This design comes from an exercise in tuning for small area, a short achievable clock period and few clock cycles per item on the open sky130 flow, not from production work.
Function was checked by simulation only, so behaviour that the tests miss may differ from the original.
No driver is modelled on the clock port, so clocking that relies on it looks cheaper here than on a real chip.
Power and IR drop assume default switching activity.

==> flow/design.v <==
package ogrf_pkg;
  localparam int MAX_ROWS = 64;
  localparam int MAX_COLS = 64;
  localparam int ROW_AW   = (MAX_ROWS > 1) ? $clog2(MAX_ROWS) : 1;
  localparam int COL_AW   = (MAX_COLS > 1) ? $clog2(MAX_COLS) : 1;
  localparam int FUNC_W  = 2;
  localparam int COORD_W = 6;
  localparam int CELL_W  = 2;
  localparam int SIZE_W  = 7;
  localparam int CFG_IW  = 2;
  localparam logic [FUNC_W-1:0] FUNC_CLEAR = 2'd0;
  localparam logic [FUNC_W-1:0] FUNC_MARK  = 2'd1;
  localparam logic [FUNC_W-1:0] FUNC_READ  = 2'd2;
  localparam logic [CELL_W-1:0] CELL_FREE     = 2'd0;
  localparam logic [CELL_W-1:0] CELL_OBSTACLE = 2'd1;
  localparam logic [CELL_W-1:0] CELL_STATION  = 2'd2;
  localparam logic [CFG_IW-1:0] CFG_ROWS    = 2'd0;
  localparam logic [CFG_IW-1:0] CFG_COLS    = 2'd1;
  localparam logic [CFG_IW-1:0] CFG_STN_ROW = 2'd2;
  localparam logic [CFG_IW-1:0] CFG_STN_COL = 2'd3;
  localparam int RES_W = 4;
  localparam int QDEPTH = 4;
  localparam int QCNT_W = $clog2(QDEPTH + 1);
  localparam int QA_W   = $clog2(QDEPTH);
endpackage
import ogrf_pkg::*;
module ogrf_ctrl
(
  input  logic                      clk,
  input  logic                      rst_n,
  input  logic                      in_valid,
  output logic                      in_ready,
  output logic                      out_valid,
  input  logic                      out_ready,
  output logic [ogrf_pkg::RES_W-1:0] out_res,
  input  logic                      split_in,     
  input  logic                      res_valid,    
  input  logic [ogrf_pkg::RES_W-1:0] res_data
);
  logic [QCNT_W-1:0] outst_r, outst_nxt;    
  logic [QCNT_W-1:0] qcnt_r, qcnt_nxt;      
  logic [QA_W-1:0]   wp_r, rp_r, rp_nxt;    
  logic [QDEPTH*RES_W-1:0] q_r;            
  logic [RES_W-1:0]  head_r;                
  logic              ready_r;
  logic              valid_r;
  logic              acc, pop;
  assign in_ready  = ready_r;
  assign out_valid = valid_r;
  assign out_res   = head_r;
  assign acc = in_valid && ready_r;
  assign pop = valid_r && out_ready;
  always_comb begin
    outst_nxt = outst_r;
    if (acc && !pop) outst_nxt = outst_r + 1'b1;
    if (!acc && pop) outst_nxt = outst_r - 1'b1;
    qcnt_nxt = qcnt_r;
    if (res_valid && !pop) qcnt_nxt = qcnt_r + 1'b1;
    if (!res_valid && pop) qcnt_nxt = qcnt_r - 1'b1;
    rp_nxt = pop ? rp_r + 1'b1 : rp_r;
  end
  always_ff @(posedge clk) begin
    if (!rst_n) begin
      outst_r <= '0;
      qcnt_r  <= '0;
      wp_r    <= '0;
      rp_r    <= '0;
      ready_r <= 1'b1;
      valid_r <= 1'b0;
    end else begin
      outst_r <= outst_nxt;
      qcnt_r  <= qcnt_nxt;
      wp_r    <= res_valid ? wp_r + 1'b1 : wp_r;
      rp_r    <= rp_nxt;
      ready_r <= (int'(outst_nxt) < QDEPTH) && !(acc && split_in);
      valid_r <= (qcnt_nxt != '0);
    end
  end
  always_ff @(posedge clk) begin
    for (int i = 0; i < QDEPTH; i++) begin
      if (res_valid && (int'(wp_r) == i)) begin
        q_r[i*RES_W +: RES_W] <= res_data;
      end
    end
    if (res_valid && (wp_r == rp_nxt)) begin
      head_r <= res_data;
    end else begin
      head_r <= q_r[int'(rp_nxt)*RES_W +: RES_W];
    end
  end
endmodule
import ogrf_pkg::*;
module ogrf_dp
(
  input  logic               clk,
  input  logic               rst_n,
  input  logic               cfg_we,
  input  logic [ogrf_pkg::CFG_IW-1:0]  cfg_index,
  input  logic [ogrf_pkg::SIZE_W-1:0]  cfg_wdata,
  input  logic               in_valid,
  input  logic               in_ready,
  input  logic [ogrf_pkg::FUNC_W-1:0]  func,
  input  logic [ogrf_pkg::COORD_W-1:0] row_low,
  input  logic [ogrf_pkg::COORD_W-1:0] col_low,
  input  logic [ogrf_pkg::COORD_W-1:0] row_high,
  input  logic [ogrf_pkg::COORD_W-1:0] col_high,
  output logic               split_in,
  output logic               res_valid,
  output logic [ogrf_pkg::RES_W-1:0]   res_data
);
  logic [SIZE_W-1:0]  rows_r, cols_r;
  logic [COORD_W-1:0] stn_row_r, stn_col_r;
  always_ff @(posedge clk) begin
    if (!rst_n) begin
      rows_r    <= SIZE_W'(64);
      cols_r    <= SIZE_W'(64);
      stn_row_r <= '0;
      stn_col_r <= '0;
    end else if (cfg_we) begin
      unique case (cfg_index)
        CFG_ROWS:    rows_r    <= cfg_wdata;
        CFG_COLS:    cols_r    <= cfg_wdata;
        CFG_STN_ROW: stn_row_r <= cfg_wdata[COORD_W-1:0];
        CFG_STN_COL: stn_col_r <= cfg_wdata[COORD_W-1:0];
        default: begin
        end
      endcase
    end
  end
  logic i_rl_ok, i_rh_ok, i_cl_ok, i_ch_ok;
  logic i_mark, i_read, i_clear;
  logic i_mark_oor, i_read_oor, i_go, i_rd_go, i_stn_in, i_stn_col, i_stn_at;
  logic acc;
  assign acc = in_valid && in_ready;
  assign i_rl_ok = ({1'b0, row_low}  < rows_r);
  assign i_rh_ok = ({1'b0, row_high} < rows_r);
  assign i_cl_ok = ({1'b0, col_low}  < cols_r);
  assign i_ch_ok = ({1'b0, col_high} < cols_r);
  assign i_mark     = (func == FUNC_MARK);
  assign i_read     = (func == FUNC_READ);
  assign i_clear    = (func == FUNC_CLEAR);
  assign i_mark_oor = !(i_rl_ok && i_rh_ok && i_cl_ok && i_ch_ok);
  assign i_read_oor = !(i_rl_ok && i_cl_ok);
  assign i_go       = i_mark && !i_mark_oor;
  assign i_rd_go    = i_read && !i_read_oor;
  assign i_stn_col  = (stn_col_r >= col_low) && (stn_col_r <= col_high);
  assign i_stn_in   = (stn_row_r >= row_low) && (stn_row_r <= row_high) && i_stn_col;
  assign i_stn_at   = (row_low == stn_row_r) && (col_low == stn_col_r);
  assign split_in   = i_go && i_stn_in;
  logic [COORD_W-1:0]  i_col_end;
  logic [MAX_ROWS-1:0] i_row_in, i_row_sel, stn_row_sel;
  logic [MAX_COLS-1:0] i_col_in, stn_col_sel;
  assign i_col_end = i_read ? col_low : col_high;
  always_comb begin
    for (int r = 0; r < MAX_ROWS; r++) begin
      i_row_in[r]    = (r >= int'(row_low)) && (r <= int'(row_high));
      i_row_sel[r]   = (r == int'(row_low));
      stn_row_sel[r] = (r == int'(stn_row_r));
    end
    for (int c = 0; c < MAX_COLS; c++) begin
      i_col_in[c]    = (c >= int'(col_low)) && (c <= int'(i_col_end));
      stn_col_sel[c] = (c == int'(stn_col_r));
    end
  end
  logic                v1;        
  logic                sp1;       
  logic                keep1;     
  logic [MAX_ROWS-1:0] rm1;
  logic [MAX_COLS-1:0] cm1;
  logic [MAX_ROWS-1:0] rs1;       
  logic                oor1, stn1, need1;
  always_ff @(posedge clk) begin
    if (!rst_n) begin
      v1   <= 1'b0;
      sp1  <= 1'b0;
      keep1 <= 1'b0;
      rm1  <= '0;
    end else begin
      v1   <= acc;
      sp1  <= acc && split_in;
      keep1 <= !(acc && i_clear);
      if (sp1) begin
        rm1 <= stn_row_sel;
      end else if (acc && i_go) begin
        rm1 <= i_row_in & ~(i_stn_col ? stn_row_sel : '0);
      end else begin
        rm1 <= '0;
      end
    end
  end
  always_ff @(posedge clk) begin
    if (sp1) begin
      cm1 <= cm1 & ~stn_col_sel;
    end else begin
      cm1 <= i_col_in;
    end
  end
  always_ff @(posedge clk) begin
    rs1   <= i_row_sel;
    oor1  <= (i_mark && i_mark_oor) || (i_read && i_read_oor);
    stn1  <= i_rd_go && i_stn_at;
    need1 <= i_rd_go && !i_stn_at;
  end
  logic [MAX_ROWS-1:0] row_m;
  logic [MAX_COLS-1:0] col_m;
  logic                keep;
  assign row_m = rm1;
  assign col_m = cm1;
  assign keep  = keep1;
  logic [MAX_COLS-1:0] grid_r [MAX_ROWS];
  for (genvar r = 0; r < MAX_ROWS; r++) begin : g_row
    always_ff @(posedge clk) begin
      grid_r[r] <= (grid_r[r] & {MAX_COLS{keep}}) |
                   (col_m & {MAX_COLS{row_m[r]}});
    end
  end
  localparam int RD_GRP = 1;
  localparam int RD_W   = MAX_COLS / RD_GRP;
  logic [MAX_COLS-1:0] row_data, cell_data;
  logic [RD_W-1:0]     grp_data;
  always_comb begin
    row_data = '0;
    for (int r = 0; r < MAX_ROWS; r++) begin
      row_data = row_data | (grid_r[r] & {MAX_COLS{rs1[r]}});
    end
    cell_data = row_data & cm1;
    for (int g = 0; g < RD_W; g++) begin
      grp_data[g] = |cell_data[g*RD_GRP +: RD_GRP];
    end
  end
  logic [RD_W-1:0]     rd2;
  logic                v2;
  logic                oor2, ref2, stn2, need2;
  always_ff @(posedge clk) begin
    if (!rst_n) begin
      v2 <= 1'b0;
    end else begin
      v2 <= v1;
    end
  end
  always_ff @(posedge clk) begin
    rd2   <= grp_data;
    oor2  <= oor1;
    ref2  <= sp1;
    stn2  <= stn1;
    need2 <= need1;
  end
  logic [CELL_W-1:0] cell_st;
  always_comb begin
    cell_st = CELL_FREE;
    if (stn2) begin
      cell_st = CELL_STATION;
    end else if (need2 && (|rd2)) begin
      cell_st = CELL_OBSTACLE;
    end
  end
  assign res_valid = v2;
  assign res_data  = {oor2, ref2, cell_st};
endmodule
import ogrf_pkg::*;
module occupancy_grid_rect_fill
(
  input  logic              clk,
  input  logic              rst_n,
  input  logic              cfg_we,
  input  logic [ogrf_pkg::CFG_IW-1:0] cfg_index,
  input  logic [ogrf_pkg::SIZE_W-1:0] cfg_wdata,
  input  logic              in_tvalid,
  output logic              in_tready,
  input  logic [23:0]       in_tdata,    
  input  logic [1:0]        in_tuser,    
  output logic              out_tvalid,
  input  logic              out_tready,
  output logic [7:0]        out_tdata    
);
  logic             split_in;
  logic             res_valid;
  logic [RES_W-1:0] res_data;
  logic [RES_W-1:0] out_res;
  ogrf_ctrl u_ctrl (
    .clk        (clk),
    .rst_n      (rst_n),
    .in_valid   (in_tvalid),
    .in_ready   (in_tready),
    .out_valid  (out_tvalid),
    .out_ready  (out_tready),
    .out_res    (out_res),
    .split_in (split_in),
    .res_valid  (res_valid),
    .res_data   (res_data)
  );
  ogrf_dp u_dp (
    .clk        (clk),
    .rst_n      (rst_n),
    .cfg_we     (cfg_we),
    .cfg_index  (cfg_index),
    .cfg_wdata  (cfg_wdata),
    .in_valid   (in_tvalid),
    .in_ready   (in_tready),
    .func       (in_tuser),
    .row_low    (in_tdata[5:0]),
    .col_low    (in_tdata[11:6]),
    .row_high   (in_tdata[17:12]),
    .col_high   (in_tdata[23:18]),
    .split_in (split_in),
    .res_valid  (res_valid),
    .res_data   (res_data)
  );
  assign out_tdata = {4'b0000, out_res};
endmodule
==> flow/flow/run.sh <==
#!/bin/bash
# Own layout flow: the standard ORFS flow (standard.sh, standard synthesis
# included), with two changes: clock tree synthesis adds no dummy loads (the
# tree is still balanced over every register), and the resize, clock tree and
# global route steps estimate signal wires on met1/met2 15% more pessimistically
# (flow/rc_scale.tcl) before their repairs. make's full output goes to
# flow_make.log in the work folder; ORFS keeps its per-step logs under orfs/logs.
set -euo pipefail
export CTS_ARGS="-sink_clustering_enable -repair_clock_nets -sink_clustering_size 25 -sink_clustering_max_diameter 70 -dont_use_dummy_load"
RC="$(pwd)/flow/rc_scale.tcl"
export PRE_RESIZE_TCL="$RC" PRE_CTS_TCL="$RC" PRE_GLOBAL_ROUTE_TCL="$RC"
bash standard.sh > flow_make.log 2>&1
==> flow/flow/rc_scale.tcl <==
set rc_k 1.15
set_layer_rc -layer met1 -capacitance [expr {1.72375E-04 * $rc_k}] -resistance [expr {8.929e-04 * $rc_k}]
set_layer_rc -layer met2 -capacitance [expr {1.36233E-04 * $rc_k}] -resistance [expr {8.929e-04 * $rc_k}]
set_wire_rc -signal -layer met1
==> flow/standard.sh <==
#!/bin/bash
# synth_recipe.tcl (not shown) runs the flow's synth.tcl, then flattens the netlist and writes it again
# the make line also repeats each setting of config.mk as NAME=value (left out here)
make -C /OpenROAD-flow-scripts/flow DESIGN_CONFIG=/design/flow/config.mk WORK_HOME=/design/flow/orfs CLKGATE_MAP_FILE= SYNTH_SCRIPT=/design/flow/synth_recipe.tcl "${@:-finish}"
==> flow/config.mk <==
export PLATFORM = sky130hd
export DESIGN_NAME = occupancy_grid_rect_fill
export DESIGN_NICKNAME = occupancy_grid_rect_fill
export VERILOG_FILES = /design/flow/design.v
export SDC_FILE = /design/flow/constraint.sdc
export NUM_CORES = 8
export LEC_CHECK = 0
export CAP_MARGIN = 20
export CORE_MARGIN = 2
export CORE_UTILIZATION = 40
export SETUP_SLACK_MARGIN = 5
export SLEW_MARGIN = 20
==> flow/constraint.sdc <==
create_clock -name core_clock -period 8.0 [get_ports {clk}]
set_input_delay 1.6000 -clock core_clock [delete_from_list [all_inputs] [get_ports {clk}]]
set_output_delay 1.6000 -clock core_clock [all_outputs]
set_load 0.01 [all_outputs]
==> run notes, run 1 <==
status timing/DRC/antenna clean; FMAX between 0.3 and 0.4 GHz; via count 140000; mux contribution to synthesized area less than 1%; reg2reg start u_dp.rs1[61]; Layout Nets 13000; die outline width 633 um; layout cell share with drive strength beyond 1 7.78%; Iter 0 DRT Violations 31400; Post-synth EDFFs 16; clock skew 104 ps; fin util a little over two fifths; commonest non-fill, non-tap cell in the layout a22o_1; Setup CP Type reg -> reg; setup slack, reg-to-reg 4920 ps; initial antenna violation count 71; CP startpoint u_dp.rs1[61]; largest net degree at the start of global routing roughly 230; Tcrit/Tclk final 38.5%; hold path depth 0; Tot Pwr 36.5 mW; CTS tree done; CP cell instances buf_4, a22o_1, a221oi_1, nand4_1, nor3_2, a21boi_0; HP Class reg -> reg; adder-cell share of the synthesized area 0.426%; area grow syn2layout 7.17%; Mean Syn Cell Area 11.2 um^2; GRT Residual Overflow 0; hold_buf cts 0; asr flop ratio synth 0%; PD cells 215 mW/mm^2; register area about 0.09 mm^2; first-pass GRT wire length 1070000 um; Max stage delay cell, worst path nor3_2; clock sink count about 4400; Synth Area in Compound Gates 35.2%; worst-case vdd ir drop 0.173 mV; Routed Antenna Nets 0; port buffer count 45; startpoint types register; Pleak 61.5 nW; YS warnings 3; CP Capture Type register; Initial Utilization about two fifths; Post-Synth XOR/XNOR Area 0.0497%; CTS buffer count 214; Worst-path clk slew about 110 ps; clock latency (worst-skew pair) 1010 ps; vias per cell 7.68; Final setup viols 0; RSZ-0062 raised after global routing true; WL/cell about 44 um; Die Ht 633 um; Final Hold Viols 0; Slew headroom 16.0%; drt pass-1 iters 8; Post-Syn Area approximately 0.16 mm^2; worst slew pin tran 1260 ps; Top FF cell, synth dfxtp_1; footprint of the multi-input gates 0.0631 mm^2; Die Footprint between 0.4 and 0.5 mm^2; Seq cells post-synth ~4400; filler cell count 36400; RR Endpoint u_dp.rd2[59]; overall global routing resource usage 38.2%; synth unique cells 64; Final HPWL DP 416000 um; Fin Hold WS 358 ps; IO Pins 50; FP Rows around 230; max_cap viols 0; worst reg2reg path depth 6; CP max stage delay 660 ps; CP Capture Point u_dp.rd2[59]; setup TNS 0 ps; Simple-Gate Fraction of Synth Area under 10%; largest family of logic cells by synthesized area compound AO/OA/AOI/OAI gates; core area 0.395 mm^2; vias in the first global route 121000; Final Max Slew Viols 0; CP Max Fanout 16; global placer's final weighted congestion about 0.94; Worst Path Arrival around 3800 ps; synthesized instance count 14100; Tmin final just over 3000 ps; routed wire length 809000 um; WP data required 8740 ps; register area share after synthesis ~56%; most frequent cells in the layout 4678 x a22o_1, 4205 x dfxtp_1, 893 x a22oi_1; DRC violations left 0
==> metrics by stage <==
| step | cell area (um^2) | instances | worst slack [ps] |
|---|---|---|---|
| detailed placement | 163000 | 17900 | 2890 |
| CTS | 169000 | 18100 | 4900 |
| floorplan | 159000 | 14100 | 4780 |
| global placement | 163000 | 17900 | 2920 |
| global route | 170000 | 18200 | 4920 |
| finish | 170000 | 18200 | 4920 |
==> how the worst min path moves through the flow <==
stage / from / to / slack (ps)
finish: u_dp.need1 / u_dp.need2 / 360
global route: u_dp.need1 / u_dp.need2 / 370
CTS: u_dp.need1 / u_dp.need2 / 370
detailed placement: u_dp.need1 / u_dp.need2 / 350
global placement: u_dp.oor1 / u_dp.oor2 / 360
floorplan: u_dp.need1 / u_dp.need2 / 310
==> state kept, by name, indices dropped and copies added (netlist names), 2 cells and up <==
name / count
u_ctrl.q_r: 16
u_ctrl.head_r: 4
u_dp.stn_col_r: 6
u_ctrl.wp_r: 2
u_dp.stn_row_r: 6
u_dp.grid_r: 4096
u_ctrl.qcnt_r: 3
u_dp.rs1: 64
u_dp.rd2: 64
u_ctrl.rp_r: 2
u_dp.rm1: 64
u_dp.rows_r: 7
u_dp.cm1: 64
u_dp.cols_r: 7
u_ctrl.outst_r: 3
==> what timing repair did <==
item	CTS	global route
resized for setup	156	72
pin swaps	9	8
endpoints found under the setup margin	201	1064
hold endpoints to repair	0	0
cloned	6	7
setup buffers	38	13
==> cell type report <==
| class | count | share of cell area, % |
|---|---|---|
| Antenna cell | 64 | 0.0943 |
| Clock buffer | 214 | 3.15 |
| Inverter | 42 | 0.108 |
| Multi-Input combinational cell | 7757 | 37.2 |
| Sequential cell | 4421 | 52.6 |
| Tap cell | 5242 | 3.86 |
| Timing Repair Buffer | 491 | 3.07 |
==> layer usage <==
metal	share of wire, %	vias up	GRT usage (%)
li1	-	53200	-
met1	37	70300	50.3
met4	8.0	32	26.0
met5	0.042	-	0
met3	15	3199	12.3
met2	40	13200	52.8
==> synth_stat cells (13+ instances only) <==
| library cell | n | area [um^2] |
|---|---|---|
| nand3_1 | 116 | 581 |
| a22o_1 | 4678 | 41000 |
| nor4_1 | 19 | 119 |
| o211ai_1 | 68 | 510 |
| o21ai_0 | 87 | 435 |
| o32ai_1 | 20 | 175 |
| nor3_1 | 170 | 851 |
| nand2b_1 | 13 | 81.3 |
| nand2_1 | 155 | 582 |
| inv_1 | 37 | 139 |
| mux2i_1 | 28 | 280 |
| clkbuf_1 | 1589 | 5960 |
| and2_1 | 15 | 93.8 |
| a21oi_1 | 53 | 265 |
| nand4_1 | 332 | 2080 |
| o31ai_1 | 34 | 255 |
| o22ai_1 | 49 | 307 |
| edfxtp_1 | 16 | 480 |
| o221ai_1 | 13 | 114 |
| a221oi_1 | 579 | 5070 |
| a21boi_0 | 61 | 458 |
| dfxtp_1 | 4405 | 88200 |
| nor2_1 | 157 | 589 |
| a22oi_1 | 893 | 6700 |
| ha_1 | 54 | 676 |
| nor2b_1 | 42 | 263 |
| buf_1 | 296 | 1110 |
==> cells by family (layout without fill, tap and decap cells) <==
| family | count (synthesis) | in the layout |
|---|---|---|
| AO/OA/AOI/OAI | 6595 | 6595 |
| adder cells (fa/ha/maj) | 54 | 54 |
| flip-flops | 4421 | 4421 |
| other | 1 | 68 |
| XOR/XNOR | 9 | 9 |
| buffers and inverters | 1941 | 747 |
| AND/OR/NAND/NOR | 1054 | 1058 |
| multiplexers | 37 | 37 |
==> power breakdown <==
group          total [mW]  switching, mW  internal (mW)
logic                1.95           1.59          0.361
registers            22.4          0.272           22.1
clock network        12.2           7.41           4.78
total                36.5           9.28           27.2
==> worst max-delay path: cells and delay by family (launching register included) <==
family | cells | cell delay [ps]
and+or+nand+nor | 2 | 850
buffers and inverters | 1 | 430
AOI/OAI and AO/OA | 3 | 960
DFF | 1 | 530
Testbench counts, summed over its fixed seeds: cycles 3,246, requests 3,200.
==> run 2: changes to the inputs <==
==> flow/flow/run.sh (replaced) <==
#!/bin/bash
# Own layout flow: the standard ORFS flow (standard.sh, standard synthesis
# included), with two changes: clock tree synthesis adds no dummy loads (the
# tree is still balanced over every register), and the resize, clock tree and
# global route steps estimate signal wires on met1/met2 30% more pessimistically
# (flow/rc_scale.tcl) before their repairs. make's full output goes to
# flow_make.log in the work folder; ORFS keeps its per-step logs under orfs/logs.
set -euo pipefail
export CTS_ARGS="-sink_clustering_enable -repair_clock_nets -sink_clustering_size 28 -sink_clustering_max_diameter 74 -dont_use_dummy_load"
RC="$(pwd)/flow/rc_scale.tcl"
export PRE_RESIZE_TCL="$RC" PRE_CTS_TCL="$RC" PRE_GLOBAL_ROUTE_TCL="$RC"
bash standard.sh > flow_make.log 2>&1
==> flow/flow/rc_scale.tcl (replaced) <==
set rc_k 1.3
set_layer_rc -layer met1 -capacitance [expr {1.72375E-04 * $rc_k}] -resistance [expr {8.929e-04 * $rc_k}]
set_layer_rc -layer met2 -capacitance [expr {1.36233E-04 * $rc_k}] -resistance [expr {8.929e-04 * $rc_k}]
set_wire_rc -signal -layer met1
==> run 2 against run 1 <==
Compared with the run above:
- still clean
- non-clock buffer count rose by 28
- first-iteration DRC count fell by 1.7%
- via count grew 0.70%
- die area unchanged
- largest power group unchanged
- highest routed layer unchanged
==> run notes, run 2 <==
synthesized instance count 14100; Layout Nets about 13000; Final Hold Viols 0; Worst Path Arrival 1450 ps; Synth Area in Compound Gates 35.2%; max_cap viols 0; worst slew pin tran 1190 ps; area leader, netlist dfxtp_1; initial antenna violation count 81; vias in the first global route ~120k; largest net degree at the start of global routing 228; die outline width 633 um; Final HPWL DP 420000 um; CP Capture Type output pin; adder-cell share of the synthesized area 0.426%; WL met1 300000 um; HP Class reg -> reg; Stages on worst setup path 1; Top FF cell, synth dfxtp_1; worst reg2reg path depth 3; Pleak approximately 60 nW; overall global routing resource usage 38.4%; mux contribution to synthesized area 0.269%; Pint 26.9 mW; drt pass-1 iters 8; FMAX 0.328 GHz; Mean Syn Cell Area between 10 and 15 um^2; top cells by count, synth 4678 x a22o_1, 4405 x dfxtp_1, 1589 x clkbuf_1; CP Max Fanout 2; routed wire length roughly 810000 um; area grow syn2layout 7.51%; register area share after synthesis a little under three fifths; WP data required 6400 ps; Routed Antenna Nets 0; most frequent cells in the layout 4678 x a22o_1, 4205 x dfxtp_1, 892 x a22oi_1; setup slack, reg-to-reg ~5100 ps; Reg with most FFs u_dp.grid_r; startpoint types register; YS warnings 3; fin util between 40 and 50%; vias per cell 7.72; WL/cell 44.5 um; RR Endpoint u_dp.grid_r[58][38]; layout cell share with drive strength beyond 1 under 10%; via count 141000; largest family of logic cells by synthesized area compound AO/OA/AOI/OAI gates; top cell type's share of synthesized area 55.6%; Area contributors post-synth dfxtp_1 56%, a22o_1 26%, a22oi_1 4.2%; commonest non-fill, non-tap cell in the layout a22o_1; first-pass GRT wire length between 1000000 and 1500000 um; clock sink count 4421; global placer's final weighted congestion approximately 0.94; Seq cells post-synth 4421; PD cells 212 mW/mm^2; Tmin final 3050 ps; Setup CP Type reg -> out; Initial Utilization 40.1%; Clock Power Share ~33%; clock skew 106 ps; FP Rows approximately 230; worst-case vdd ir drop 0.178 mV; wire length on met2 323000 um; Die Ht 633 um; Slew headroom 20.9%; GRT Residual Overflow 0; Simple-Gate Fraction of Synth Area 3.48%; CTS buffer count 196; Final Max Slew Viols 0; Max stage delay cell, worst path dfxtp_4; asr flop ratio synth 0%; setup TNS 0 ps; Post-synth EDFFs 16; most frequent cell after synthesis a22o_1; CP startpoint u_ctrl.ready_r; CP Capture Point in_tready; hold_buf cts 0; Crit path max-delay family flip-flops; max FFs per register 4096; Gate power share 5.5%; port buffer count 45; Die Footprint around 0.4 mm^2; Tot Pwr 36.1 mW; Worst-path clk slew about 100 ps; Buf/Inv on CP 1; NetSw ~9 mW; filler cell count ~37000; sw frac about 25%; DRC violations left 0; RSZ-0062 raised after global routing true; CP max stage delay 370 ps; register share of total power 62.0%; hold path depth 0; Met3 Wirelength between 100000 and 150000 um; IO Pins 50; clock latency (worst-skew pair) 990 ps; CTS tree done; top layer in use met5; core area 0.395 mm^2; Post-Synth XOR/XNOR Area 0.0497%; reg2reg start u_dp.rm1[58]; CP cell instances buf_6; Iter 0 DRT Violations approximately 31000; synth unique cells 64; Final setup viols 0; status timing/DRC/antenna clean; Post-Syn Area between 0.15 and 0.2 mm^2; Tcrit/Tclk final 38.1%
==> run 2: cell counts after synthesis <==
Identical to the previous run, type by type.
==> run 2: cell families after synthesis <==
family	count (synthesis)
xor+xnor	9
fa+ha+maj	54
other cells	1
compound gates	6595
buf+inv	1941
flops	4421
simple gates	1054
mux	37
==> run 2: worst min path at each step <==
| stage | to | from |
|---|---|---|
| after floorplan | u_dp.need2 | u_dp.need1 |
| after global routing | u_dp.oor2 | u_dp.oor1 |
| after CTS | u_dp.need2 | u_dp.need1 |
| after global placement | u_dp.oor2 | u_dp.oor1 |
| after detailed placement | u_dp.need2 | u_dp.need1 |
| final | u_dp.need2 | u_dp.need1 |
==> run 2: metal layers <==
layer  up-vias  GRT usage (%)
met1     71000           50.6
met2     13500           53.2
li1      53300              -
met3      3218           12.3
met4        42           26.2
met5         -              0
==> run 2: area by class of cell <==
class                   instances  area (um^2)  area share (%)
diodes                         89          223           0.131
inverters                      42          183           0.107
clock buffers                 196         4900            2.88
multi-input cells            7757        63300            37.1
flip-flops and latches       4421        89300            52.4
well taps                    5242         6560            3.85
repair buffers                519         5990            3.51
==> run 2: power groups by stage <==
stage | combinational, mW | sequential, mW | clock, mW
floorplan | 1.20 | 22.7 | 0
global placement | 1.78 | 22.9 | 0
detailed placement | 1.79 | 22.9 | 0
CTS | 2.06 | 22.4 | 12.3
global route | 2.26 | 22.4 | 13.3
finish | 1.99 | 22.4 | 11.7
==> run 2: stage by stage <==
| stage | worst slack [ps] | instance area (um^2) | std cells | hold slack [ps] |
|---|---|---|---|---|
| 5_1_grt | 4890 | 170000 | 18200 | 352 |
| 4_1_cts | 4900 | 170000 | 18200 | 343 |
| 2_1_floorplan | 4780 | 159000 | 14100 | 310 |
| 3_5_place_dp | 2900 | 164000 | 17900 | 346 |
| 3_3_place_gp | 2920 | 163000 | 17900 | 356 |
| 6_report | 4950 | 170000 | 18300 | 334 |
==> run 2: repair_timing <==
item	CTS	global route
gates resized for setup	231	65
setup buffers	53	13
cloned	7	3
pin swaps	6	12
endpoints found under the setup margin	458	2135
==> run 2: worst reg2reg max path, stage by stage, from the launching register on <==
cell and delay [ps]:
dfxtp_4 760, buf_4 840, buf_4 910, a22o_1 260
==> run 3: changes to the inputs <==
--- a/flow/config.mk
+++ b/flow/config.mk
@@ -8,5 +8,5 @@
 export CAP_MARGIN = 20
 export CORE_MARGIN = 2
 export CORE_UTILIZATION = 40
-export SETUP_SLACK_MARGIN = 5
+export SETUP_SLACK_MARGIN = 4.9
 export SLEW_MARGIN = 20
==> run 3 against run 2 <==
Compared with the run above:
- still clean on timing, DRC and antenna
- clock power is essentially flat
- die area is the same
- via count decreased by 0.62%
- critical path depth unchanged
- first-iteration DRC count down 4.2%
- cell count decreased by 0.12%
- sequential power hardly changed
- setup slack got worse by 3.5 ps
- core utilization decreased by 0.081 points
- power barely moved
- critical path type unchanged
- largest cell class unchanged
- largest power group unchanged
==> run notes, run 3 <==
status timing/DRC/antenna clean; Crit path max-delay family flip-flops; setup TNS 0 ps; startpoint types register; PD cells 212 mW/mm^2; Area contributors post-synth dfxtp_1 56%, a22o_1 26%, a22oi_1 4.2%; Synth Area in Compound Gates 35.2%; most frequent cell after synthesis a22o_1; Max stage delay cell, worst path dfxtp_2; Tcrit/Tclk final about two fifths; Final WS setup 4950 ps; Post-synth EDFFs 16; first-pass GRT wire length ~1100000 um; Final Max Slew Viols 0; Worst-path clk slew 100 ps; mux contribution to synthesized area 0.269%; Post-Layout Cell Count 18200; Design Area, Final around 0.17 mm^2; Pleak 61.6 nW; Worst Path Arrival around 1500 ps; via count ~140k; asr flop ratio synth 0%; overall global routing resource usage 38.1%; layout cell share with drive strength beyond 1 7.86%; commonest non-fill, non-tap cell in the layout a22o_1; CTS tree done; Layout Nets 13000; worst slew pin tran 1140 ps; synthesized instance count approximately 14000; Top FF cell, synth dfxtp_1; DRC violations left 0; top cell type's share of synthesized area 55.6%; area leader, netlist dfxtp_1; initial antenna violation count 63; max FFs per register just over 4000; CP Capture Type output pin; die outline width 633 um; CP max stage delay approximately 360 ps; CTS buffer count between 150 and 200; vias per cell 7.68; Seq cells post-synth about 4400; Mean Syn Cell Area around 11 um^2; area grow syn2layout 7.31%; drt pass-1 iters 7; GRT Residual Overflow 0; Routed Antenna Nets 0; clock skew 107 ps; clock latency (worst-skew pair) 1020 ps; FMAX 0.328 GHz; clock sink count 4421; FP Rows 231; Die Footprint ~0.4 mm^2; core area 0.395 mm^2; Post-DP Area around 0.16 mm^2; CP cell instances buf_6; Fin Hold WS 355 ps; global placer's final weighted congestion 0.958; most frequent cells in the layout 4678 x a22o_1, 4205 x dfxtp_1, 893 x a22oi_1; port buffer count 45; Setup WS pre-CTS slightly below 3000 ps; RSZ-0062 raised after global routing true; top cells by count, synth 4678 x a22o_1, 4405 x dfxtp_1, 1589 x clkbuf_1; Buf/Inv on CP 1; placed insts 17900; YS warnings 3; largest net degree at the start of global routing 231; IO Pins 50; Reg with most FFs u_dp.grid_r; worst-case vdd ir drop 0.184 mV; hold_buf cts 0; Tmin final 3050 ps; WP data required 6400 ps; register area share after synthesis 55.9%; largest family of logic cells by synthesized area compound AO/OA/AOI/OAI gates; Simple-Gate Fraction of Synth Area 3.48%; Final HPWL DP 418000 um; WL/cell 44.3 um; Slew headroom 24.1%; vias in the first global route 122000; routed wire length 809000 um; synth unique cells 64; Post-Syn Area about 0.16 mm^2; HP Class reg -> reg; max_cap viols 0; adder-cell share of the synthesized area less than 1%; CP Max Fanout 1; Setup CP Type reg -> out; Initial Utilization 40.1%; Post-Synth XOR/XNOR Area 0.0497%; Final Hold Viols 0; Iter 0 DRT Violations 29600; Final setup viols 0; Die Ht 633 um
-- run 3: worst paths after layout --
path	startpoint	slack (ps)	depth (start not counted)	endpoint
hold / removal	u_dp.need1	350	0	u_dp.need2
hold reg to reg	u_dp.need1	350	0	u_dp.need2
setup / recovery	u_ctrl.head_r[3]	4950	1	out_tdata[3]
setup reg to reg	u_dp.rs1[44]	4980	6	u_dp.rd2[13]
-- run 3: through the flow --
stage | power [mW] | util, %
global route | 38.0 | 43.0
finish | 36.1 | 43.0
CTS | 36.8 | 42.8
global placement | 24.7 | 41.1
floorplan | 23.9 | -
detailed placement | 24.7 | 41.3
-- run 3: cell type report --
| type | instances | area (um^2) |
|---|---|---|
| Fill cell | 36800 | 225000 |
| Sequential cell | 4421 | 89300 |
| Multi-Input combinational cell | 7755 | 63100 |
| Tap cell | 5242 | 6560 |
| Timing Repair Buffer | 520 | 5890 |
| Clock buffer | 196 | 4900 |
| Inverter | 42 | 183 |
| Antenna cell | 68 | 170 |
-- run 3: repair_timing --
action / 4_1_cts / 5_1_grt
endpoints found under the setup margin: 286 / 1025
cloned: 7 / 4
buffers inserted: 42 / 12
gates resized for setup: 194 / 64
pin swaps: 8 / 10
-- run 3: kinds of logic (layout without fill, tap and decap cells) --
kind of cell	count (synthesis)	after routing
adder cells (fa/ha/maj)	54	54
flip-flops	4421	4421
XOR/XNOR	9	9
AO/OA/AOI/OAI	6595	6595
buffers and inverters	1941	758
multiplexers	37	37
AND/OR/NAND/NOR	1054	1056
other	1	72
-- run 3: power breakdown --
group          switching, mW  internal [mW]  total, mW  leakage [nW]
logic                   1.65          0.380       2.03          23.4
registers              0.227           22.1       22.3          35.8
clock network           7.31           4.41       11.7          2.42
total                   9.19           26.9       36.1          61.6
-- run 3: routing by layer --
| layer | vias up | GRT usage, % | wire [um] |
|---|---|---|---|
| li1 | 53200 | - | - |
| met1 | 70900 | 50.6 | 302000 |
| met2 | 13000 | 53.0 | 323000 |
| met3 | 2944 | 11.9 | 121000 |
| met4 | 34 | 24.8 | 62700 |
| met5 | - | 0.133 | 333 |
==> run 4: changes to the inputs <==
--- a/flow/config.mk
+++ b/flow/config.mk
@@ -7,6 +7,6 @@
 export LEC_CHECK = 0
 export CAP_MARGIN = 20
 export CORE_MARGIN = 2
-export CORE_UTILIZATION = 40
-export SETUP_SLACK_MARGIN = 4.9
+export CORE_UTILIZATION = 50
+export SETUP_SLACK_MARGIN = 5
 export SLEW_MARGIN = 20
==> run 4 against run 3 <==
Compared with the run above:
- the layout now fails its checks (antenna violations)
- design area about the same
- synthesized cell count unchanged
- register-to-register slack better by 100 ps
- clock-buffer cell count up 7
- global-route usage up 11 points
- largest cell class unchanged
==> run notes, run 4 <==
status failed layout checks; area leader, netlist dfxtp_1; top cell type's share of synthesized area 55.6%; Setup WS pre-CTS 2930 ps; Setup CP Type reg -> out; asr flop ratio synth 0%; Buf/Inv on CP 1; PD cells 213 mW/mm^2; layout cell share with drive strength beyond 1 between 8 and 9%; Hold EP u_dp.stn2; Iter 0 DRT Violations 30900; placed insts 16800; port buffer count 45; Routed Antenna Nets 1; global placer's final weighted congestion 0.912; Area contributors post-synth dfxtp_1 56%, a22o_1 26%, a22oi_1 4.2%; clock latency (worst-skew pair) ~1000 ps; Layout Nets 13100; Seq cells post-synth 4421; worst-case vdd ir drop around 0.2 mV; RR Endpoint u_dp.rd2[17]; vias in the first global route 127000; Worst Path Arrival 1450 ps; Max stage delay cell, worst path dfxtp_2; CTS buffer count 203; fin util a little over half; Mean Syn Cell Area 11.2 um^2; worst reg2reg path depth 6; RSZ-0062 raised after global routing true; via count about 140k; Initial Utilization between 50% and 60%; Final Max Slew Viols 0; register area share after synthesis 55.9%; initial antenna violation count 84; Reg with most FFs u_dp.grid_r; drt pass-1 iters 9; Slew headroom a little under a quarter; startpoint types register; Final setup viols 0; Tmin final 3050 ps; Blocking Checks antenna violations; Die Footprint 0.322 mm^2; Post-Syn Area 0.158 mm^2; HP Class reg -> reg; WP data required 6400 ps; Tot Pwr 36.3 mW; Final WS setup 4950 ps; IO Pins 50; max FFs per register 4096; clock skew 112 ps; core area 0.315 mm^2; FP Rows approximately 210; WL/cell 48.1 um; DRC violations left 0; first-pass GRT wire length 1100000 um; commonest non-fill, non-tap cell in the layout a22o_1; area grow syn2layout 7.33%; Tcrit/Tclk final 38.1%; YS warnings 3; clock sink count 4421; Final HPWL DP about 430000 um; Pleak 62.3 nW; Die Ht 567 um; routed wire length a little over 800000 um; setup slack, reg-to-reg approximately 5000 ps; reg2reg start u_dp.rs1[61]; Final Hold Viols 0; Worst-path clk slew 80 ps; Post-Layout Cell Count ~17000; CP max stage delay 330 ps; vias per cell roughly 8.3; hold_buf cts 0; hold path startpoint u_dp.stn1; overall global routing resource usage 48.9%; max_cap viols 0; CP cell instances buf_6; synth unique cells 64; GRT Residual Overflow 0; CP Max Fanout 2; most frequent cells in the layout 4678 x a22o_1, 4203 x dfxtp_1, 893 x a22oi_1; Design Area, Final between 0.15 and 0.2 mm^2; largest net degree at the start of global routing 260; worst slew pin tran 1140 ps; Post-synth EDFFs 16; FMAX 0.328 GHz; CP Capture Type output pin; die outline width 567 um; top cells by count, synth 4678 x a22o_1, 4405 x dfxtp_1, 1589 x clkbuf_1; synthesized instance count 14100; Post-DP Area 0.162 mm^2; Top FF cell, synth dfxtp_1; filler cell count 27000; hold path depth 0; Crit path max-delay family flip-flops; most frequent cell after synthesis a22o_1; setup TNS 0 ps; Fin Hold WS 336 ps; CTS tree done
## run 4: cell counts after synthesis
No cell type changed its count.
## run 4: worst max-delay path by stage
stage	start	cells after the start	endpoint	slack (ps)
3_5_place_dp	in_tdata[7]	8	u_dp.rm1[48]	2930
4_1_cts	u_ctrl.ready_r	1	in_tready	4930
5_1_grt	u_ctrl.ready_r	1	in_tready	4920
3_3_place_gp	in_tdata[7]	8	u_dp.rm1[50]	2900
6_report	u_ctrl.ready_r	1	in_tready	4950
2_1_floorplan	in_tdata[22]	9	u_dp.rm1[7]	4780
## run 4: cell type report
| class | count | area, um^2 | area share (%) |
|---|---|---|---|
| well taps | 4160 | 5200 | 3.06 |
| diodes | 70 | 175 | 0.103 |
| inverters | 42 | 199 | 0.117 |
| multi-input cells | 7756 | 63400 | 37.3 |
| clock buffers | 203 | 5080 | 2.99 |
| flip-flops and latches | 4421 | 89300 | 52.5 |
| repair buffers | 605 | 6810 | 4.01 |
## run 4: repair_timing
action | 4_1_cts | 5_1_grt
setup buffers | 86 | 33
endpoints found under the setup margin | 1907 | 1124
pin swaps | 16 | 20
gates cloned | 9 | 4
gates resized for setup | 246 | 77
## run 4: per-layer routing
layer  routed length [um]  global-route usage, %
met3               127000                   16.3
met5                  494                      0
met4                72700                   36.5
met2               331000                   67.2
met1               299000                   63.3
## run 4: cells by family (layout without fill, tap and decap cells)
family / count (synthesis) / in the layout / share of synthesized area, %
and+or+nand+nor: 1054 / 1057 / 3.48
other: 1 / 74 / 0.00237
muxes: 37 / 37 / 0.269
xor gates and xnor gates: 9 / 9 / 0.0497
adders and majority gates: 54 / 54 / 0.426
AOI/OAI and AO/OA: 6595 / 6595 / 35.2
buffers and inverters: 1941 / 850 / 4.63
DFF: 4421 / 4421 / 55.9
## run 4: power breakdown
| part | total, mW | switching (mW) | internal (mW) |
|---|---|---|---|
| Clock | 11.8 | 7.29 | 4.55 |
| Combinational | 2.15 | 1.72 | 0.428 |
| Sequential | 22.3 | 0.225 | 22.1 |
| Total | 36.3 | 9.23 | 27.1 |
==> run 5: changes to the inputs <==
--- a/flow/design.v
+++ b/flow/design.v
@@ -214,7 +214,7 @@
                    (col_m & {MAX_COLS{row_m[r]}});
     end
   end
-  localparam int RD_GRP = 1;
+  localparam int RD_GRP = 4;
   localparam int RD_W   = MAX_COLS / RD_GRP;
   logic [MAX_COLS-1:0] row_data, cell_data;
   logic [RD_W-1:0]     grp_data;
--- a/flow/config.mk
+++ b/flow/config.mk
@@ -7,6 +7,6 @@
 export LEC_CHECK = 0
 export CAP_MARGIN = 20
 export CORE_MARGIN = 2
-export CORE_UTILIZATION = 50
+export CORE_UTILIZATION = 40
 export SETUP_SLACK_MARGIN = 5
 export SLEW_MARGIN = 20
==> run 5 against run 4 <==
Compared with the run above:
- now clean on timing, DRC and antenna
- design area increased by 3.1%
- via count increased by 0.63%
- setup slack improved by 7.5 ps
- combinational power increased by 3%
- flip-flop and latch count decreased by 48
- core utilization decreased by 9.2 points
- clock-buffer cell count decreased by 6
- critical endpoint unchanged
==> run notes, run 5 <==
status timing/DRC/antenna clean; Post-DP Area 0.162 mm^2; CP cell instances buf_6; Synth Area in Compound Gates approximately 36%; worst-case vdd ir drop just under 0.2 mV; asr flop ratio synth 0%; DRC violations left 0; startpoint types register; CTS tree done; area leader, netlist dfxtp_1; first-pass GRT wire length 1110000 um; mux contribution to synthesized area 0.290%; adder-cell share of the synthesized area 0.430%; commonest non-fill, non-tap cell in the layout a22o_1; area grow syn2layout 11.5%; layout cell share with drive strength beyond 1 11.6%; port buffer count 45; GRT Residual Overflow 0; Top FF cell, synth dfxtp_1; initial antenna violation count 107; placed insts 17600; Post-Synth XOR/XNOR Area less than 1%; Die Footprint 0.398 mm^2; Final setup viols 0; Tot Pwr 36.0 mW; top cell type's share of synthesized area between 50% and 60%; Tcrit/Tclk final 38.0%; WP data required 6400 ps; Buf/Inv on CP 1; FP Rows 230; Simple-Gate Fraction of Synth Area approximately 2.7%; IO Pins 50; Reg with most FFs u_dp.grid_r; Tmin final 3040 ps; Mean Syn Cell Area approximately 11 um^2; worst slew pin tran 1170 ps; via count 144000; Post-Layout Cell Count 18300; Die Ht 631 um; die outline width about 630 um; largest net degree at the start of global routing 236; overall global routing resource usage 40.1%; clock skew roughly 120 ps; RSZ-0062 raised after global routing true; top cells by count, synth 5120 x a22o_1, 4357 x dfxtp_1, 1628 x clkbuf_1; CP Max Fanout 2; Iter 0 DRT Violations 34600; vias per cell around 8; CP Capture Type output pin; synthesized instance count between 10000 and 15000; CTS buffer count 197; Setup CP Type reg -> out; CP max stage delay 360 ps; Post-synth EDFFs 16; max_cap viols 0; routed wire length 857000 um; Final Max Slew Viols 0; register area share after synthesis 55.8%; Worst-path clk slew ~80 ps; setup TNS 0 ps; Initial Utilization 40.1%; Pleak 64.9 nW; Area contributors post-synth dfxtp_1 55%, a22o_1 29%, a221oi_1 5.7%; HP Class reg -> reg; most frequent cells in the layout 5119 x a22o_1, 4157 x dfxtp_1, 885 x a221oi_1; Design Area, Final 0.175 mm^2; Worst Path Arrival 1440 ps; Routed Antenna Nets 0; drt pass-1 iters 10; FMAX roughly 0.33 GHz; max FFs per register 4096; clock sink count between 4000 and 5000; Crit path max-delay family flip-flops; global placer's final weighted congestion between 0.9 and 1; Layout Nets 13000; synth unique cells 67; clock latency (worst-skew pair) 1000 ps; Final Hold Viols 0; Max stage delay cell, worst path dfxtp_2; Post-Syn Area roughly 0.16 mm^2; YS warnings 3; Final HPWL DP 413000 um; WL/cell 46.9 um; PD cells approximately 200 mW/mm^2; vias in the first global route 121000; Seq cells post-synth 4373; Slew headroom 22.3%; most frequent cell after synthesis a22o_1; core area ~0.39 mm^2; largest family of logic cells by synthesized area compound AO/OA/AOI/OAI gates; hold_buf cts 0
## run 5: worst paths after layout
check | from | endpoint | slack [ps] | cells after the start
worst max register to register | u_dp.rs1[47] | u_dp.rd2[10] | 4970 | 8
worst max-delay path | u_ctrl.ready_r | in_tready | 4960 | 1
worst min-delay path | u_dp.stn1 | u_dp.stn2 | 380 | 0
worst min register to register | u_dp.stn1 | u_dp.stn2 | 380 | 0
## run 5: power breakdown
group	leakage, nW	internal, mW	switching (mW)
Clock	2.43	4.42	7.30
Sequential	35.4	21.9	0.207
Combinational	27.0	0.462	1.74
Total	64.9	26.8	9.24
## run 5: per-layer routing
metal / share of wire [%] / routed length, um / global-route usage, % / vias to the layer above
li1: - / - / - / 53300
met3: 18 / 151000 / 17.2 / 3929
met5: 0.17 / 1430 / 0.870 / -
met1: 36 / 305000 / 51.8 / 71700
met4: 8.7 / 74900 / 28.6 / 66
met2: 38 / 325000 / 52.9 / 15400
## run 5: what timing repair did
item                       in CTS  in global routing
resized for setup             570                244
setup buffers                 210                100
setup endpoints to repair     561               1631
cloned                         45                 16
pin swaps                      58                 77
## run 5: layout make-up
class	count	area, um^2
Antenna cell	113	283
Clock buffer	197	4930
Fill cell	35700	217000
Inverter	46	193
Multi-Input combinational cell	7492	64100
Sequential cell	4373	88300
Tap cell	5220	6530
Timing Repair Buffer	820	11100
## run 5: cells by family (layout without fill, tap and decap cells)
group                      after synthesis  in the layout
other                                    1            117
and+or+nand+nor                        801            801
muxes                                   40             40
xor gates and xnor gates                 9              9
adders and majority gates               54             54
AOI/OAI and AO/OA                     6584           6584
buffers and inverters                 1934           1063
DFF                                   4373           4373
## run 5: through the flow
stage	hold WS [ps]	util, %	worst slack [ps]
final	380	44.8	4960
after floorplan	310	-	4600
after CTS	393	44.1	4760
after global routing	383	44.7	4920
after detailed placement	397	41.3	2900
after global placement	400	41.2	2940
Testbench counts of run 5, summed over its fixed seeds: cycles 3,246, requests 3,200.
==> run 6: changes to the inputs <==
--- a/flow/design.v
+++ b/flow/design.v
@@ -214,7 +214,7 @@
                    (col_m & {MAX_COLS{row_m[r]}});
     end
   end
-  localparam int RD_GRP = 4;
+  localparam int RD_GRP = 1;
   localparam int RD_W   = MAX_COLS / RD_GRP;
   logic [MAX_COLS-1:0] row_data, cell_data;
   logic [RD_W-1:0]     grp_data;
--- a/flow/config.mk
+++ b/flow/config.mk
@@ -5,8 +5,8 @@
 export SDC_FILE = /design/flow/constraint.sdc
 export NUM_CORES = 8
 export LEC_CHECK = 0
-export CAP_MARGIN = 20
+export CAP_MARGIN = 10
 export CORE_MARGIN = 2
 export CORE_UTILIZATION = 40
 export SETUP_SLACK_MARGIN = 5
-export SLEW_MARGIN = 20
+export SLEW_MARGIN = 10
==> run 6 against run 5 <==
Compared with the run above:
- the layout now fails its checks (antenna violations)
- sequential share of layout area up 2.1 points
- register-to-register slack improved by 110 ps
- first-iteration DRC count decreased by 9.9%
- design area shrank 3.0%
- critical path depth is the same
- core utilization shrank 1.7 points
- worst hold slack worse by 55 ps
- highest routed layer unchanged
==> run notes, run 6 <==
Initial Utilization 40.1%; CP Max Fanout 1; clock sink count 4421; max FFs per register 4096; overall global routing resource usage 38.6%; vias in the first global route 121000; sw frac 25.5%; CP max stage delay 370 ps; Final Hold Viols 0; WL/cell 44.8 um; Worst Path Arrival 1460 ps; max_cap viols 0; Post-synth EDFFs 16; vias per cell just under 8; initial antenna violation count 86; FMAX 0.327 GHz; top cells by count, synth 4678 x a22o_1, 4405 x dfxtp_1, 1589 x clkbuf_1; clock latency (worst-skew pair) 1020 ps; top cell type's share of synthesized area between 50% and 60%; worst-case vdd ir drop 0.178 mV; Top FF cell, synth dfxtp_1; Post-Syn Area 0.158 mm^2; largest net degree at the start of global routing ~230; hold path depth 0; Post-Layout Cell Count 18300; Final Max Slew Viols 0; CP cell instances buf_6; most frequent cells in the layout 4678 x a22o_1, 4203 x dfxtp_1, 892 x a22oi_1; HP Class reg -> reg; Die Footprint 0.401 mm^2; Layout Nets 13000; synth unique cells 64; area leader, netlist dfxtp_1; Slew headroom between 10 and 15%; DRC violations left 0; via count 141000; Iter 0 DRT Violations about 31000; Blocking Checks antenna violations; Reg with most FFs u_dp.grid_r; asr flop ratio synth 0%; drt pass-1 iters 7; IO Pins 50; RSZ-0062 raised after global routing true; worst reg2reg path depth 7; fin util between 40 and 50%; register share of total power about three fifths; worst slew pin tran around 1300 ps; die outline width 633 um; Area contributors post-synth dfxtp_1 56%, a22o_1 26%, a22oi_1 4.2%; Gate power share ~5.5%; most frequent cell after synthesis a22o_1; routed wire length 818000 um; CTS tree done; Tmin final 3060 ps; WP data required 6400 ps; FP Rows roughly 230; status failed layout checks; Mean Syn Cell Area 11.2 um^2; Setup CP Type reg -> out; Die Ht approximately 630 um; CP startpoint u_ctrl.head_r[2]; Final HPWL DP roughly 410000 um; footprint of the multi-input gates roughly 0.063 mm^2; Stages on worst setup path 1; Worst-path clk slew 100 ps; Final setup viols 0; global placer's final weighted congestion 0.943; synthesized instance count 14100; layout cell share with drive strength beyond 1 under 10%; core area 0.395 mm^2; setup TNS 0 ps; Clock Power Share 32.7%; register area 0.0893 mm^2; filler cell count around 37000; startpoint types register; Crit path max-delay family flip-flops; Pleak 61.6 nW; hold path startpoint u_dp.need1; Max stage delay cell, worst path dfxtp_4; Buf/Inv on CP 1; Pint approximately 27 mW; Final WS setup about 4900 ps; first-pass GRT wire length between 1000000 and 1500000 um; YS warnings 3; commonest non-fill, non-tap cell in the layout a22o_1; clock skew 106 ps; area grow syn2layout 7.32%; GRT Residual Overflow 0; Setup WS pre-CTS 2930 ps; Seq cells post-synth 4421; placed insts 17900; Tot Pwr between 30 and 40 mW; Tcrit/Tclk final 38.2%; CP Capture Type output pin; NetSw 9.23 mW; Routed Antenna Nets 2; CTS buffer count about 200; register area share after synthesis around 56%; port buffer count 45; reg2reg start u_dp.rs1[4]; PD cells 213 mW/mm^2
[run 6: power by group through the flow]
stage | Combinational (mW) | Clock [mW] | Sequential, mW
finish | 1.98 | 11.8 | 22.4
global route | 2.23 | 13.4 | 22.4
CTS | 2.06 | 12.4 | 22.4
detailed placement | 1.77 | 0 | 22.9
global placement | 1.78 | 0 | 22.9
floorplan | 1.20 | 0 | 22.7
[run 6: metrics by stage]
| step | hold slack (ps) | instance area, um^2 |
|---|---|---|
| after global routing | 335 | 170000 |
| final | 325 | 170000 |
| after floorplan | 310 | 159000 |
| after detailed placement | 350 | 163000 |
| after CTS | 325 | 170000 |
| after global placement | 356 | 163000 |
[run 6: worst paths after layout]
path                                      to  slack [ps]
worst max register to register  u_dp.rd2[40]        5080
worst max-delay path            out_tdata[2]        4940
worst min-delay path              u_dp.need2         330
worst min register to register    u_dp.need2         330
[run 6: cell families (layout without fill, tap and decap cells)]
kind of cell | count (synthesis) | in the layout | synth area share (%)
adders and majority gates | 54 | 54 | 0.426
and+or+nand+nor | 1054 | 1055 | 3.48
muxes | 37 | 37 | 0.269
DFF | 4421 | 4421 | 55.9
other | 1 | 77 | 0.00237
buffers and inverters | 1941 | 764 | 4.63
xor gates and xnor gates | 9 | 9 | 0.0497
AOI/OAI and AO/OA | 6595 | 6595 | 35.2
[run 6: layer usage]
layer,global-route usage [%],up-vias,share of wire [%]
met5,0,-,0.055
met4,26.6,54,8.3
met3,13.3,3291,16
met2,53.1,13700,39
met1,50.5,70700,37
li1,-,53200,-
[run 6: final cells by class]
class                   instances  area share, %
repair buffers                523           3.39
clock buffers                 199           2.93
flip-flops and latches       4421           52.5
diodes                         73          0.107
well taps                    5242           3.86
inverters                      42          0.107
multi-input cells            7754           37.1
[run 6: timing repair]
item | 4_1_cts | 5_1_grt
cloned | 7 | 3
buffers inserted | 74 | 11
endpoints found under the hold margin | 0 | 0
gates resized for setup | 232 | 70
pin swaps | 7 | 13
hold buffers | 0 | 0
endpoints found under the setup margin | 517 | 1919
Testbench counts of run 6, summed over its fixed seeds: cycles 3,246, requests 3,200.

## what the ideal ports hide
Ports are ideal in the flow. The routed layouts listed here were re-timed in OpenROAD. Step 1: set_driving_cell puts a clkbuf_16 on clk and a buf_2 on each other input, an assumption about the parent block. Step 2, shift: input delay + t, output delay - t, t = (earliest + latest rising clock arrival at the registers) / 2. This alone moves slack from input paths to output paths. Three values: no drivers, after step 1, after step 2; two values: the first two.
run | shift t [ns] | setup slack, ns | worst setup path at the end | worst slew at a driven data input, ns
run 1 | 1.071 | 4.924 / 4.841 / 4.131 | input to register | 0.03
run 2 | 1.060 | 4.951 / 4.837 / 4.210 | input to register | 0.04
run 3 | 1.094 | 4.947 / 4.821 / 4.040 | input to register | 0.04
run 4 | 1.075 | 4.951 / 4.844 / 4.142 | input to register | 0.08
run 5 | 1.069 | 4.959 / 4.834 / 4.163 | input to register | 0.06
run 6 | 1.063 | 4.940 / 4.831 / 4.156 | input to register | 0.04
The setup slack of run 3, which loses most, moves by -0.126 ns with the drivers and by -0.907 ns with both steps.
